Source: an optimization exercise on an open RTL-to-GDS flow (aim: a short achievable clock period and few clock cycles). Production flows keep margins and buffers that such runs may drop.
In this exercise RTL edits were held to simulation tests only and were not proved equivalent to the original.
Power figures rest on the tool's default switching activity, not on a simulated workload.

## red
==> flow/design.v <==
`default_nettype none
package stpm_pkg;
    localparam int Capacity = 64;
    localparam int IdxW     = $clog2(Capacity);
    localparam int CntW     = 7;
    typedef enum logic [2:0] {
        OP_INSERT     = 3'd0,
        OP_REMOVE     = 3'd1,
        OP_READ_ASC   = 3'd2,
        OP_READ_SIDE  = 3'd3,
        OP_READ_PRIME = 3'd4
    } op_t;
    typedef enum logic [1:0] {
        ST_OK        = 2'd0,
        ST_NOT_FOUND = 2'd1,
        ST_FULL      = 2'd2,
        ST_RANGE     = 2'd3
    } status_t;
    typedef enum logic [3:0] {
        S_IDLE,
        S_PRIME,
        S_SHIFT_UP,
        S_SEARCH,
        S_SHIFT_DN,
        S_PSCAN,
        S_READ,
        S_DONE
    } state_t;
    typedef struct packed {
        logic [2:0]  operation;
        logic [31:0] value;
        logic [5:0]  position;
    } in_word_t;
    typedef struct packed {
        logic [31:0] result_value;
        logic [6:0]  entry_count;
        logic [6:0]  prime_count;
        logic        value_is_prime;
        logic [1:0]  status;
    } out_word_t;
endpackage
`default_nettype wire
`default_nettype none
module sorted_table_with_prime_marks_unit (
    input  wire logic        clk,
    input  wire logic        rst_n,
    input  wire logic        in_valid,
    output wire logic        in_ready,
    input  wire logic [2:0]  in_operation,
    input  wire logic [31:0] in_value,
    input  wire logic [5:0]  in_position,
    output wire logic        out_valid,
    input  wire logic        out_ready,
    output wire logic [31:0] out_result_value,
    output wire logic [6:0]  out_entry_count,
    output wire logic [6:0]  out_prime_count,
    output wire logic        out_value_is_prime,
    output wire logic [1:0]  out_status
);
    stpm_pkg::in_word_t in_data;
    assign in_data = {in_operation, in_value, in_position};
    logic [32:0] mem [stpm_pkg::Capacity];
    stpm_pkg::state_t      state_reg, state_next;
    stpm_pkg::in_word_t    req_reg, req_next;
    logic [stpm_pkg::CntW-1:0] fill_reg, fill_next;
    logic [stpm_pkg::CntW-1:0] pcnt_reg, pcnt_next;
    logic [stpm_pkg::CntW-1:0] j_reg, j_next;
    logic [stpm_pkg::CntW-1:0] seen_reg, seen_next;
    logic        mark_reg, mark_next;
    logic [31:0] res_reg, res_next;
    logic        rprime_reg, rprime_next;
    stpm_pkg::status_t     st_reg, st_next;
    logic        ovalid_reg, ovalid_next;
    logic [31:0] d_reg, d_next;
    logic [31:0] q_reg, q_next;
    logic [31:0] rem_reg, rem_next;
    logic [5:0]  bit_reg, bit_next;
    logic        div_busy_reg, div_busy_next;
    logic        wheel_reg, wheel_next;    
    logic [63:0] dsq_reg, dsq_next;        
    logic [stpm_pkg::IdxW-1:0] raddr;
    logic [32:0]     rdata;
    logic            we;
    logic [stpm_pkg::IdxW-1:0] waddr;
    logic [32:0]     wdata;
    logic [32:0] trial, trial2;
    logic [31:0] rem1;
    logic [63:0] dsq;
    always_ff @(posedge clk)
    begin
        if (we)
        begin
            mem[waddr] <= wdata;
        end
        rdata <= mem[raddr];
    end
    always_ff @(posedge clk or negedge rst_n)
    begin
        if (!rst_n)
        begin
            state_reg    <= stpm_pkg::S_IDLE;
            fill_reg     <= '0;
            pcnt_reg     <= '0;
            ovalid_reg   <= 1'b0;
            div_busy_reg <= 1'b0;
        end
        else
        begin
            state_reg    <= state_next;
            fill_reg     <= fill_next;
            pcnt_reg     <= pcnt_next;
            ovalid_reg   <= ovalid_next;
            div_busy_reg <= div_busy_next;
        end
    end
    always_ff @(posedge clk)
    begin
        req_reg    <= req_next;
        j_reg      <= j_next;
        seen_reg   <= seen_next;
        mark_reg   <= mark_next;
        res_reg    <= res_next;
        rprime_reg <= rprime_next;
        st_reg     <= st_next;
        d_reg      <= d_next;
        q_reg      <= q_next;
        rem_reg    <= rem_next;
        bit_reg    <= bit_next;
        wheel_reg  <= wheel_next;
        dsq_reg    <= dsq_next;
    end
    assign trial  = {rem_reg, q_reg[31]} - {1'b0, d_reg};
    assign rem1   = !trial[32] ? trial[31:0] : {rem_reg[30:0], q_reg[31]};
    assign trial2 = {rem1, q_reg[30]} - {1'b0, d_reg};
    assign dsq   = dsq_reg;
    assign in_ready = (state_reg == stpm_pkg::S_IDLE);
    assign out_valid = ovalid_reg;
    assign out_result_value = res_reg;
    assign out_entry_count = fill_reg;
    assign out_prime_count = pcnt_reg;
    assign out_value_is_prime = rprime_reg;
    assign out_status = st_reg;
    always_comb
    begin
        state_next    = state_reg;
        req_next      = req_reg;
        fill_next     = fill_reg;
        pcnt_next     = pcnt_reg;
        j_next        = j_reg;
        seen_next     = seen_reg;
        mark_next     = mark_reg;
        res_next      = res_reg;
        rprime_next   = rprime_reg;
        st_next       = st_reg;
        ovalid_next   = ovalid_reg;
        d_next        = d_reg;
        q_next        = q_reg;
        rem_next      = rem_reg;
        bit_next      = bit_reg;
        div_busy_next = div_busy_reg;
        wheel_next    = wheel_reg;
        dsq_next      = dsq_reg;
        raddr         = j_reg[stpm_pkg::IdxW-1:0];
        we            = 1'b0;
        waddr         = j_reg[stpm_pkg::IdxW-1:0];
        wdata         = rdata;
        case (state_reg)
            stpm_pkg::S_IDLE:
            begin
                if (in_valid)
                begin
                    req_next    = in_data;
                    res_next    = '0;
                    rprime_next = 1'b0;
                    st_next     = stpm_pkg::ST_OK;
                    seen_next   = '0;
                    j_next      = '0;
                    raddr       = '0;
                    case (in_data.operation)
                        stpm_pkg::OP_INSERT:
                        begin
                            if (fill_reg >= stpm_pkg::CntW'(stpm_pkg::Capacity))
                            begin
                                st_next    = stpm_pkg::ST_FULL;
                                state_next = stpm_pkg::S_DONE;
                            end
                            else
                            begin
                                mark_next     = ~in_data.value[31]
                                                && (in_data.value > 32'd1);
                                d_next        = 32'd2;
                                wheel_next    = 1'b0;
                                dsq_next      = 64'd4;
                                div_busy_next = 1'b0;
                                state_next    = stpm_pkg::S_PRIME;
                            end
                        end
                        stpm_pkg::OP_REMOVE:
                        begin
                            st_next    = stpm_pkg::ST_NOT_FOUND;
                            state_next = stpm_pkg::S_SEARCH;
                        end
                        stpm_pkg::OP_READ_ASC, stpm_pkg::OP_READ_SIDE:
                        begin
                            if (stpm_pkg::CntW'(in_data.position) >= fill_reg)
                            begin
                                st_next    = stpm_pkg::ST_RANGE;
                                state_next = stpm_pkg::S_DONE;
                            end
                            else
                            begin
                                if (in_data.operation == stpm_pkg::OP_READ_SIDE
                                    && in_data.position[0])
                                begin
                                    j_next = fill_reg - 7'd1
                                             - stpm_pkg::CntW'(in_data.position[5:1]);
                                end
                                else if (in_data.operation == stpm_pkg::OP_READ_SIDE)
                                begin
                                    j_next = stpm_pkg::CntW'(in_data.position[5:1]);
                                end
                                else
                                begin
                                    j_next = stpm_pkg::CntW'(in_data.position);
                                end
                                raddr      = j_next[stpm_pkg::IdxW-1:0];
                                state_next = stpm_pkg::S_READ;
                            end
                        end
                        stpm_pkg::OP_READ_PRIME:
                        begin
                            st_next    = stpm_pkg::ST_RANGE;
                            state_next = stpm_pkg::S_PSCAN;
                        end
                        default:
                        begin
                            state_next = stpm_pkg::S_DONE;
                        end
                    endcase
                end
            end
            stpm_pkg::S_PRIME:
            begin
                if (!mark_reg)
                begin
                    j_next     = fill_reg;
                    raddr      = fill_reg[stpm_pkg::IdxW-1:0] - stpm_pkg::IdxW'(1);
                    state_next = stpm_pkg::S_SHIFT_UP;
                end
                else if (!div_busy_reg)
                begin
                    if (dsq > 64'(req_reg.value))
                    begin
                        j_next     = fill_reg;
                        raddr      = fill_reg[stpm_pkg::IdxW-1:0] - stpm_pkg::IdxW'(1);
                        state_next = stpm_pkg::S_SHIFT_UP;
                    end
                    else
                    begin
                        q_next        = req_reg.value;
                        rem_next      = '0;
                        bit_next      = '0;
                        div_busy_next = 1'b1;
                    end
                end
                else
                begin
                    q_next = {q_reg[29:0], 2'b00};
                    if (!trial2[32])
                    begin
                        rem_next = trial2[31:0];
                    end
                    else
                    begin
                        rem_next = {rem1[30:0], q_reg[30]};
                    end
                    bit_next = bit_reg + 6'd2;
                    if (bit_reg == 6'd30)
                    begin
                        div_busy_next = 1'b0;
                        if (rem_next == '0)
                        begin
                            mark_next = 1'b0;
                        end
                        if (d_reg == 32'd2)
                        begin
                            d_next   = 32'd3;
                            dsq_next = 64'd9;
                        end
                        else if (d_reg == 32'd3)
                        begin
                            d_next   = 32'd5;
                            dsq_next = 64'd25;
                        end
                        else if (wheel_reg)
                        begin
                            d_next     = d_reg + 32'd4;
                            dsq_next   = dsq_reg + {29'd0, d_reg, 3'd0} + 64'd16;
                            wheel_next = 1'b0;
                        end
                        else
                        begin
                            d_next     = d_reg + 32'd2;
                            dsq_next   = dsq_reg + {30'd0, d_reg, 2'd0} + 64'd4;
                            wheel_next = 1'b1;
                        end
                    end
                end
            end
            stpm_pkg::S_SHIFT_UP:
            begin
                if (j_reg != '0 && $signed(rdata[31:0]) > $signed(req_reg.value))
                begin
                    we     = 1'b1;
                    waddr  = j_reg[stpm_pkg::IdxW-1:0];
                    wdata  = rdata;
                    j_next = j_reg - 7'd1;
                    raddr  = j_reg[stpm_pkg::IdxW-1:0] - stpm_pkg::IdxW'(2);
                end
                else
                begin
                    we          = 1'b1;
                    waddr       = j_reg[stpm_pkg::IdxW-1:0];
                    wdata       = {mark_reg, req_reg.value};
                    fill_next   = fill_reg + 7'd1;
                    pcnt_next   = pcnt_reg + stpm_pkg::CntW'(mark_reg);
                    rprime_next = mark_reg;
                    state_next  = stpm_pkg::S_DONE;
                end
            end
            stpm_pkg::S_SEARCH:
            begin
                if (j_reg >= fill_reg)
                begin
                    state_next = stpm_pkg::S_DONE;
                end
                else
                begin
                    state_next = stpm_pkg::S_READ;
                end
            end
            stpm_pkg::S_SHIFT_DN:
            begin
                if (j_reg + 7'd1 < fill_reg)
                begin
                    we     = 1'b1;
                    waddr  = j_reg[stpm_pkg::IdxW-1:0];
                    wdata  = rdata;
                    j_next = j_reg + 7'd1;
                    raddr  = j_reg[stpm_pkg::IdxW-1:0] + stpm_pkg::IdxW'(2);
                end
                else
                begin
                    fill_next  = fill_reg - 7'd1;
                    state_next = stpm_pkg::S_DONE;
                end
            end
            stpm_pkg::S_PSCAN:
            begin
                if (j_reg >= fill_reg)
                begin
                    state_next = stpm_pkg::S_DONE;
                end
                else
                begin
                    state_next = stpm_pkg::S_READ;
                end
            end
            stpm_pkg::S_READ:
            begin
                case (req_reg.operation)
                    stpm_pkg::OP_REMOVE:
                    begin
                        if (rdata[31:0] == req_reg.value)
                        begin
                            st_next    = stpm_pkg::ST_OK;
                            pcnt_next  = pcnt_reg - stpm_pkg::CntW'(rdata[32]);
                            raddr      = j_reg[stpm_pkg::IdxW-1:0] + stpm_pkg::IdxW'(1);
                            state_next = stpm_pkg::S_SHIFT_DN;
                        end
                        else
                        begin
                            j_next     = j_reg + 7'd1;
                            raddr      = j_reg[stpm_pkg::IdxW-1:0] + stpm_pkg::IdxW'(1);
                            state_next = stpm_pkg::S_SEARCH;
                        end
                    end
                    stpm_pkg::OP_READ_PRIME:
                    begin
                        if (rdata[32] && seen_reg == stpm_pkg::CntW'(req_reg.position))
                        begin
                            res_next    = rdata[31:0];
                            rprime_next = 1'b1;
                            st_next     = stpm_pkg::ST_OK;
                            state_next  = stpm_pkg::S_DONE;
                        end
                        else
                        begin
                            seen_next  = seen_reg + stpm_pkg::CntW'(rdata[32]);
                            j_next     = j_reg + 7'd1;
                            raddr      = j_reg[stpm_pkg::IdxW-1:0] + stpm_pkg::IdxW'(1);
                            state_next = stpm_pkg::S_PSCAN;
                        end
                    end
                    default:
                    begin
                        res_next    = rdata[31:0];
                        rprime_next = rdata[32];
                        state_next  = stpm_pkg::S_DONE;
                    end
                endcase
            end
            stpm_pkg::S_DONE:
            begin
                if (!ovalid_reg)
                begin
                    ovalid_next = 1'b1;
                end
                else if (out_ready)
                begin
                    ovalid_next = 1'b0;
                    state_next  = stpm_pkg::S_IDLE;
                end
            end
            default:
            begin
                state_next = stpm_pkg::S_IDLE;
            end
        endcase
    end
endmodule
`default_nettype wire
clock: 14.0 ns
lec_check: 0
cap_margin: 20
core_margin: 2
core_utilization: 40
slew_margin: 20
run.sh (not shown) runs the stock make flow with config.mk's settings and CLKGATE_MAP_FILE= SYNTH_SCRIPT=/design/flow/synth_recipe.tcl, a recipe that flattens the netlist after the stock synthesis.
Testbench counts of red, summed over its fixed seeds: cycles 392,325.
Inputs modified between red and blue:
-- flow/design.v --
<<< red, line 78
    logic        div_busy_reg, div_busy_next;
    logic        wheel_reg, wheel_next;    
    logic [63:0] dsq_reg, dsq_next;        
    logic [stpm_pkg::IdxW-1:0] raddr;
    logic [32:0]     rdata;
>>> blue, line 78
    logic        div_busy_reg, div_busy_next;
    logic        wheel_reg, wheel_next;    
    logic [stpm_pkg::IdxW-1:0] raddr;
    logic [32:0]     rdata;
<<< red, line 84
    logic [stpm_pkg::IdxW-1:0] waddr;
    logic [32:0]     wdata;
    logic [32:0] trial, trial2;
    logic [31:0] rem1;
    logic [63:0] dsq;
    always_ff @(posedge clk)
>>> blue, line 83
    logic [stpm_pkg::IdxW-1:0] waddr;
    logic [32:0]     wdata;
    logic [32:0] trial;
    logic [63:0] dsq;
    always_ff @(posedge clk)
<<< red, line 128
        bit_reg    <= bit_next;
        wheel_reg  <= wheel_next;
        dsq_reg    <= dsq_next;
    end
    assign trial  = {rem_reg, q_reg[31]} - {1'b0, d_reg};
    assign rem1   = !trial[32] ? trial[31:0] : {rem_reg[30:0], q_reg[31]};
    assign trial2 = {rem1, q_reg[30]} - {1'b0, d_reg};
    assign dsq   = dsq_reg;
    assign in_ready = (state_reg == stpm_pkg::S_IDLE);
    assign out_valid = ovalid_reg;
>>> blue, line 126
        bit_reg    <= bit_next;
        wheel_reg  <= wheel_next;
    end
    assign trial = {rem_reg, q_reg[31]} - {1'b0, d_reg};
    assign dsq   = 64'(d_reg) * 64'(d_reg);
    assign in_ready = (state_reg == stpm_pkg::S_IDLE);
    assign out_valid = ovalid_reg;
<<< red, line 160
        div_busy_next = div_busy_reg;
        wheel_next    = wheel_reg;
        dsq_next      = dsq_reg;
        raddr         = j_reg[stpm_pkg::IdxW-1:0];
        we            = 1'b0;
>>> blue, line 155
        div_busy_next = div_busy_reg;
        wheel_next    = wheel_reg;
        raddr         = j_reg[stpm_pkg::IdxW-1:0];
        we            = 1'b0;
<<< red, line 191
                                d_next        = 32'd2;
                                wheel_next    = 1'b0;
                                dsq_next      = 64'd4;
                                div_busy_next = 1'b0;
                                state_next    = stpm_pkg::S_PRIME;
>>> blue, line 185
                                d_next        = 32'd2;
                                wheel_next    = 1'b0;
                                div_busy_next = 1'b0;
                                state_next    = stpm_pkg::S_PRIME;
<<< red, line 266
                else
                begin
                    q_next = {q_reg[29:0], 2'b00};
                    if (!trial2[32])
                    begin
                        rem_next = trial2[31:0];
                    end
                    else
                    begin
                        rem_next = {rem1[30:0], q_reg[30]};
                    end
                    bit_next = bit_reg + 6'd2;
                    if (bit_reg == 6'd30)
                    begin
                        div_busy_next = 1'b0;
>>> blue, line 259
                else
                begin
                    q_next = {q_reg[30:0], 1'b0};
                    if (!trial[32])
                    begin
                        rem_next = trial[31:0];
                    end
                    else
                    begin
                        rem_next = {rem_reg[30:0], q_reg[31]};
                    end
                    bit_next = bit_reg + 6'd1;
                    if (bit_reg == 6'd31)
                    begin
                        div_busy_next = 1'b0;
<<< red, line 285
                        if (d_reg == 32'd2)
                        begin
                            d_next   = 32'd3;
                            dsq_next = 64'd9;
                        end
                        else if (d_reg == 32'd3)
                        begin
                            d_next   = 32'd5;
                            dsq_next = 64'd25;
                        end
                        else if (wheel_reg)
                        begin
                            d_next     = d_reg + 32'd4;
                            dsq_next   = dsq_reg + {29'd0, d_reg, 3'd0} + 64'd16;
                            wheel_next = 1'b0;
                        end
                        else
                        begin
                            d_next     = d_reg + 32'd2;
                            dsq_next   = dsq_reg + {30'd0, d_reg, 2'd0} + 64'd4;
                            wheel_next = 1'b1;
                        end
                    end
>>> blue, line 278
                        if (d_reg == 32'd2)
                        begin
                            d_next = 32'd3;
                        end
                        else if (d_reg == 32'd3)
                        begin
                            d_next = 32'd5;
                        end
                        else
                        begin
                            d_next     = d_reg + (wheel_reg ? 32'd4 : 32'd2);
                            wheel_next = ~wheel_reg;
                        end
                    end
[summary]
blue vs red: total power draw up by a little under 10%
The lower post-detailed-placement cell area of red and blue is in red.
Run comparison: blue startpoint of the worst setup timing path d_reg[9]$_SDFFCE_PP0P_; red startpoint of the worst setup timing path in_position[0]
Measured against blue, the worst IR drop on VDD of red comes out at 1.3 times the reference value.
The lower fraction of area in registers of red and blue is in blue.
On blue: power per cell area is about 6% lower than what red gave.
Comparing red and blue, wire length of the first global-routing pass is lower on red.
Of the two values seen for capturing instance or port of the critical path, rdata[17]$_DFF_P_ was produced by red and rdata[13]$_DFF_P_ by blue.
red reports its critical-path cell with the highest stage delay as nor4_1 while blue reports o21ai_0.
Testbench counts of blue, summed over its fixed seeds: cycles 693,189.

-- re-timing with driven ports --
In the flow no input, the clock included, has a driving cell. The finished layouts below were timed again as built, in two steps. Step 1: set_driving_cell puts a clkbuf_16 on clk and a buf_2 on each other input, an assumption about the parent block. Step 2, shift: input delay + t, output delay - t, t = (earliest + latest rising clock arrival at the registers) / 2. This alone moves slack from input paths to output paths. Three values: ideal ports, drivers, drivers and shift; two values: the first two.
run | t, ns | setup slack, ns | hold WS [ns] | worst data-port slew with drivers (ns) | cell pins on the clock port's net
red | 0.994 | 5.056 / 5.089 / 4.133 | 0.479 / 0.479 / 0.479 | 0.04 | 1
blue | 0.964 | 0.494 / 0.494 / 0.494 | 0.490 / 0.490 / 0.490 | 0.24 | 1
After both steps every run listed still meets setup and hold. The setup slack of red, which loses most, moves by +0.033 ns with the drivers and by -0.923 ns with both steps.
